This is an optimization exercise on Yosys and OpenROAD, whose aim is small area, not a production implementation. Where RTL was checked, it was by simulation tests only, not by an equivalence proof against the original. Power figures rest on the tool's default switching activity, not on a simulated workload.

==> inputs of exp/amber <==
==> flow/design.v <==
`default_nettype none
module srl_var_delay #(
   parameter int SRL_WIDTH     = 18,
   parameter int SRL_MAX_DEPTH = 32
) (
   input  wire logic                 clk,
   input  wire logic                 rst_n,
   input  wire logic                 en,
   input  wire logic                 flush,
   input  wire logic [$clog2(SRL_MAX_DEPTH+1)-1:0] delay,
   input  wire logic [SRL_WIDTH-1:0] din,
   input  wire logic                 din_valid,
   output      logic [SRL_WIDTH-1:0] dout,
   output      logic                 dout_valid,
   output      logic                 primed
);
   localparam int DW = $clog2(SRL_MAX_DEPTH + 1);
   localparam int IW = (SRL_MAX_DEPTH > 1) ? $clog2(SRL_MAX_DEPTH) : 1;
   logic [SRL_MAX_DEPTH-1:0][SRL_WIDTH-1:0] stage_q;
   logic [SRL_MAX_DEPTH-1:0][SRL_WIDTH-1:0] stage_d;
   logic [SRL_MAX_DEPTH-1:0] vld_q;
   logic [SRL_MAX_DEPTH-1:0] vld_d;
   logic [DW-1:0]            fill_cnt_q;
   logic [DW-1:0]            fill_cnt_d;
   logic [DW-1:0]            eff_delay;
   logic [IW-1:0]            tap_idx;
   logic                     shift;
   assign shift = en && !flush;
   always_comb begin
      eff_delay = delay;
      if (delay == '0) begin
         eff_delay = DW'(1);
      end else if (delay > DW'(SRL_MAX_DEPTH)) begin
         eff_delay = DW'(SRL_MAX_DEPTH);
      end
   end
   assign tap_idx = IW'(eff_delay - DW'(1));
   always_comb begin
      stage_d    = stage_q;
      vld_d      = vld_q;
      fill_cnt_d = fill_cnt_q;
      if (flush) begin
         vld_d      = '0;
         fill_cnt_d = '0;
      end else if (shift) begin
         stage_d[0] = din;
         for (int i = 1; i < SRL_MAX_DEPTH; i++) begin
            stage_d[i] = stage_q[i-1];
         end
         vld_d = {vld_q[SRL_MAX_DEPTH-2:0], din_valid};
         if (fill_cnt_q != DW'(SRL_MAX_DEPTH)) begin
            fill_cnt_d = fill_cnt_q + DW'(1);
         end
      end
   end
   always_ff @(posedge clk or negedge rst_n) begin
      if (!rst_n) begin
         stage_q    <= '0;
         vld_q      <= '0;
         fill_cnt_q <= '0;
      end else begin
         stage_q    <= stage_d;
         vld_q      <= vld_d;
         fill_cnt_q <= fill_cnt_d;
      end
   end
   assign dout       = stage_q[tap_idx];
   assign dout_valid = vld_q[tap_idx];
   assign primed     = (fill_cnt_q >= eff_delay);
endmodule
`default_nettype wire
==> flow/run.sh <==
#!/bin/bash
# synth_recipe.tcl (not shown) runs the flow's synth.tcl, then flattens the netlist and writes it again
# the make line also repeats each setting of config.mk as NAME=value (left out here)
make -C /OpenROAD-flow-scripts/flow DESIGN_CONFIG=/design/flow/config.mk WORK_HOME=/design/flow/orfs CLKGATE_MAP_FILE= SYNTH_SCRIPT=/design/flow/synth_recipe.tcl finish
==> flow/config.mk <==
export PLATFORM = sky130hd
export DESIGN_NAME = srl_var_delay
export DESIGN_NICKNAME = srl_var_delay
export VERILOG_FILES = /design/flow/design.v
export SDC_FILE = /design/flow/constraint.sdc
export NUM_CORES = 4
export LEC_CHECK = 0
export CAP_MARGIN = 20
export CORE_MARGIN = 2
export CORE_UTILIZATION = 40
export SLEW_MARGIN = 20
==> flow/constraint.sdc <==
create_clock -name core_clock -period 10.0 [get_ports {clk}]
set_input_delay 2.0000 -clock core_clock [delete_from_list [all_inputs] [get_ports {clk}]]
set_output_delay 2.0000 -clock core_clock [all_outputs]
set_load 0.01 [all_outputs]
==> exp/ember: changes against exp/amber <==
==> flow/design.v, changed modules only <==
module srl_var_delay #(
   parameter int SRL_WIDTH     = 18,
   parameter int SRL_MAX_DEPTH = 32
) (
   input  wire logic                 clk,
   input  wire logic                 rst_n,
   input  wire logic                 en,
   input  wire logic                 flush,
   input  wire logic [$clog2(SRL_MAX_DEPTH+1)-1:0] delay,
   input  wire logic [SRL_WIDTH-1:0] din,
   input  wire logic                 din_valid,
   output      logic [SRL_WIDTH-1:0] dout,
   output      logic                 dout_valid,
   output      logic                 primed
);
   localparam int DW = $clog2(SRL_MAX_DEPTH + 1);
   localparam int IW = (SRL_MAX_DEPTH > 1) ? $clog2(SRL_MAX_DEPTH) : 1;
   logic [SRL_MAX_DEPTH-1:0][SRL_WIDTH-1:0] stage_q;
   logic [SRL_MAX_DEPTH-1:0] vld_q;
   logic [DW-1:0]            fill_cnt_q;
   logic [DW-1:0]            wr_cnt_q;
   logic                     shift;
   assign shift = en && !flush;
   always_ff @(posedge clk) begin
      if (shift) begin
         stage_q <= {stage_q[SRL_MAX_DEPTH-2:0], din};
         vld_q   <= {vld_q[SRL_MAX_DEPTH-2:0], din_valid};
      end
   end
   always_ff @(posedge clk or negedge rst_n) begin
      if (!rst_n) begin
         fill_cnt_q <= '0;
         wr_cnt_q   <= '0;
      end else begin
         if (flush) begin
            fill_cnt_q <= '0;
         end else if (en && !fill_cnt_q[DW-1]) begin
            fill_cnt_q <= fill_cnt_q + DW'(1);
         end
         if (shift && !wr_cnt_q[DW-1]) begin
            wr_cnt_q <= wr_cnt_q + DW'(1);
         end
      end
   end
   logic [IW-1:0] dlo;
   assign dlo = delay[IW-1:0];
   logic written;
   assign primed  = fill_cnt_q[DW-1] |
                    (!delay[DW-1] && fill_cnt_q[IW-1:0] >= dlo && fill_cnt_q[IW-1:0] != '0);
   assign written = wr_cnt_q[DW-1] |
                    (!delay[DW-1] && wr_cnt_q[IW-1:0] >= dlo && wr_cnt_q[IW-1:0] != '0);
   logic [SRL_MAX_DEPTH-1:0] sel;
   always_comb begin
      for (int i = 0; i < SRL_MAX_DEPTH - 1; i++) begin
         sel[i] = written && !delay[DW-1] && (dlo == IW'(i + 1));
      end
      sel[0] = sel[0] | (written && !delay[DW-1] && dlo == '0);
      sel[SRL_MAX_DEPTH-1] = written && delay[DW-1];
   end
   for (genvar b = 0; b < SRL_WIDTH; b++) begin : g_rd
      logic [SRL_MAX_DEPTH-1:0] col;
      for (genvar i = 0; i < SRL_MAX_DEPTH; i++) begin : g_col
         assign col[i] = stage_q[i][b];
      end
      srl_rd_bit u_rd (.d(col), .sel(sel), .y(dout[b]));
   end
   logic vld_sel;
   srl_rd_bit u_rd_vld (.d(vld_q), .sel(sel), .y(vld_sel));
   assign dout_valid = vld_sel & primed;
endmodule
module srl_rd_bit (
   input  wire logic [31:0] d,
   input  wire logic [31:0] sel,
   output      logic        y
);
   logic [10:0] t_n;
   for (genvar g = 0; g < 10; g++) begin : g_aoi
      srl_aoi222 u_aoi (
         .a0(d[3*g]),   .b0(sel[3*g]),
         .a1(d[3*g+1]), .b1(sel[3*g+1]),
         .a2(d[3*g+2]), .b2(sel[3*g+2]),
         .y(t_n[g])
      );
   end
   assign t_n[10] = ~((d[30] & sel[30]) | (d[31] & sel[31]));
   logic [2:0] g;
   srl_nand4 u_n0 (.a(t_n[3:0]), .y(g[0]));
   srl_nand4 u_n1 (.a(t_n[7:4]), .y(g[1]));
   assign g[2] = ~(&t_n[10:8]);
   assign y = |g;
endmodule
module srl_nand4 (
   input  wire logic [3:0] a,
   output      logic       y
);
   assign y = ~(&a);
endmodule
module srl_aoi222 (
   input  wire logic a0, b0, a1, b1, a2, b2,
   output      logic y
);
   assign y = ~((a0 & b0) | (a1 & b1) | (a2 & b2));
endmodule
==> flow/flow/run.sh (new file) <==
#!/bin/bash
# Standard ORFS layout (the standard.sh, standard synthesis unchanged) with two
# changes: port buffers use the smallest buffer, and CTS uses clkbuf_8 leaf
# buffers in clusters of about 20 sinks without dummy loads.
set -euo pipefail
bash standard.sh \
  "BUFFER_PORTS_ARGS=-buffer_cell sky130_fd_sc_hd__buf_1" \
  "CTS_ARGS=-sink_clustering_enable -repair_clock_nets -buf_list sky130_fd_sc_hd__clkbuf_8 -sink_clustering_size 20 -sink_clustering_max_diameter 60 -dont_use_dummy_load" \
  finish > standard.log 2>&1
==> flow/standard.sh (new file) <==
#!/bin/bash
# synth_recipe.tcl (not shown) runs the flow's synth.tcl, then flattens the netlist and writes it again
# the make line also repeats each setting of config.mk as NAME=value (left out here)
make -C /OpenROAD-flow-scripts/flow DESIGN_CONFIG=/design/flow/config.mk WORK_HOME=/design/flow/orfs CLKGATE_MAP_FILE= SYNTH_SCRIPT=/design/flow/synth_recipe.tcl "${@:-finish}"
CAP_MARGIN = 0   (was 20)
CORE_UTILIZATION = 70   (was 40)
PLACE_DENSITY = 0.85   (was not set)
SLEW_MARGIN = 0   (was 20)
SYNTH_HIERARCHICAL = 1   (was not set)
SYNTH_MINIMUM_KEEP_SIZE = 0   (was not set)
removed: flow/run.sh
==> exp/harbor: changes against exp/amber <==
==> flow/design.v, changed modules only <==
module srl_var_delay #(
   parameter int SRL_WIDTH     = 18,
   parameter int SRL_MAX_DEPTH = 32
) (
   input  wire logic                 clk,
   input  wire logic                 rst_n,
   input  wire logic                 en,
   input  wire logic                 flush,
   input  wire logic [$clog2(SRL_MAX_DEPTH+1)-1:0] delay,
   input  wire logic [SRL_WIDTH-1:0] din,
   input  wire logic                 din_valid,
   output      logic [SRL_WIDTH-1:0] dout,
   output      logic                 dout_valid,
   output      logic                 primed
);
   localparam int DW = $clog2(SRL_MAX_DEPTH + 1);
   localparam int IW = (SRL_MAX_DEPTH > 1) ? $clog2(SRL_MAX_DEPTH) : 1;
   logic [SRL_MAX_DEPTH-1:0][SRL_WIDTH-1:0] stage_q;
   logic [SRL_MAX_DEPTH-1:0] vld_q;
   logic [DW-1:0]            fill_cnt_q;
   logic [DW-1:0]            wr_cnt_q;
   logic                     shift;
   assign shift = en && !flush;
   always_ff @(posedge clk) begin
      if (shift) begin
         stage_q <= {stage_q[SRL_MAX_DEPTH-2:0], din};
         vld_q   <= {vld_q[SRL_MAX_DEPTH-2:0], din_valid};
      end
   end
   always_ff @(posedge clk or negedge rst_n) begin
      if (!rst_n) begin
         fill_cnt_q <= '0;
         wr_cnt_q   <= '0;
      end else begin
         if (flush) begin
            fill_cnt_q <= '0;
         end else if (en && !fill_cnt_q[DW-1]) begin
            fill_cnt_q <= fill_cnt_q + DW'(1);
         end
         if (shift && !wr_cnt_q[DW-1]) begin
            wr_cnt_q <= wr_cnt_q + DW'(1);
         end
      end
   end
   logic [IW-1:0] dlo;
   assign dlo = delay[IW-1:0];
   logic written;
   assign primed  = fill_cnt_q[DW-1] |
                    (!delay[DW-1] && fill_cnt_q[IW-1:0] >= dlo && fill_cnt_q[IW-1:0] != '0);
   assign written = wr_cnt_q[DW-1] |
                    (!delay[DW-1] && wr_cnt_q[IW-1:0] >= dlo && wr_cnt_q[IW-1:0] != '0);
   logic [SRL_MAX_DEPTH-1:0] sel;
   always_comb begin
      for (int i = 0; i < SRL_MAX_DEPTH - 1; i++) begin
         sel[i] = !delay[DW-1] && (dlo == IW'(i + 1));
      end
      sel[0] = sel[0] | (!delay[DW-1] && dlo == '0);
      sel[SRL_MAX_DEPTH-1] = delay[DW-1];
   end
   for (genvar b = 0; b < SRL_WIDTH; b++) begin : g_rd
      logic [SRL_MAX_DEPTH-1:0] col;
      for (genvar i = 0; i < SRL_MAX_DEPTH; i++) begin : g_col
         assign col[i] = stage_q[i][b];
      end
      srl_rd_bit u_rd (.d(col), .sel(sel), .mask(written), .y(dout[b]));
   end
   srl_rd_bit u_rd_vld (.d(vld_q), .sel(sel), .mask(primed), .y(dout_valid));
endmodule
module srl_rd_bit (
   input  wire logic [31:0] d,
   input  wire logic [31:0] sel,
   input  wire logic        mask,
   output      logic        y
);
   logic [10:0] t_n;
   for (genvar g = 0; g < 10; g++) begin : g_aoi
      srl_aoi222 u_aoi (
         .a0(d[3*g]),   .b0(sel[3*g]),
         .a1(d[3*g+1]), .b1(sel[3*g+1]),
         .a2(d[3*g+2]), .b2(sel[3*g+2]),
         .y(t_n[g])
      );
   end
   assign t_n[10] = ~((d[30] & sel[30]) | (d[31] & sel[31]));
   assign y = mask & ~(&t_n);
endmodule
module srl_aoi222 (
   input  wire logic a0, b0, a1, b1, a2, b2,
   output      logic y
);
   assign y = ~((a0 & b0) | (a1 & b1) | (a2 & b2));
endmodule
CAP_MARGIN = 0   (was 20)
CORE_UTILIZATION = 70   (was 40)
CTS_BUF_LIST = sky130_fd_sc_hd__clkbuf_4   (was not set)
CTS_CLUSTER_DIAMETER = 40   (was not set)
CTS_CLUSTER_SIZE = 10   (was not set)
PLACE_DENSITY = 0.85   (was not set)
SLEW_MARGIN = 0   (was 20)
SYNTH_HIERARCHICAL = 1   (was not set)
SYNTH_MINIMUM_KEEP_SIZE = 0   (was not set)
==> summary of the runs <==
- Synthesized cell count, highest first: exp/amber, exp/ember, exp/harbor.
- Against exp/amber, the final cell count of exp/ember is lower by 52%.
- Final area, highest first: exp/amber, exp/harbor, exp/ember.
- The lowest non-clock buffer count belongs to exp/ember, the highest to exp/harbor.
- Against exp/harbor, the total power of exp/amber is higher by about 56%.
- Setup slack, lowest first: exp/amber, exp/harbor, exp/ember.
- In exp/amber the clock-buffer cell count is higher than in exp/harbor, by 22.
No functional check of the RTL was part of exp/amber and exp/ember.

## static timing again, ports no longer ideal
In the flow no input, the clock included, has a driving cell. The finished layouts below were timed again as built, in two steps. Step 1 (the two cells are an assumption about what drives the block):
set clk [get_ports {clk}]
set_driving_cell -lib_cell sky130_fd_sc_hd__clkbuf_16 $clk
set_driving_cell -lib_cell sky130_fd_sc_hd__buf_2 [delete_from_list [all_inputs] $clk]
Step 2 adds t to the input delays and takes it off the output delays; t is the mean of the earliest and latest rising clock arrival at the registers after step 1. Input paths then give back, and output paths get back, about the clock's delay inside the block. Slacks: no drivers / after step 1 / after step 2; pairs: no drivers / after step 1.
| run | t, ns | setup slack, ns | worst setup path at the end | pins driven straight from the clock port |
|---|---|---|---|---|
| exp/amber | 0.645 | 0.890 / 0.864 / 0.864 | input to output | 1 |
| exp/ember | 0.605 | 2.431 / 2.402 / 2.402 | input to output | 1 |
| exp/harbor | 0.774 | 2.381 / 2.356 / 2.356 | input to output | 1 |
After both steps every run listed still meets setup and hold. The setup slack of exp/ember, which loses most, moves by -0.029 ns with the drivers and by -0.029 ns with both steps.
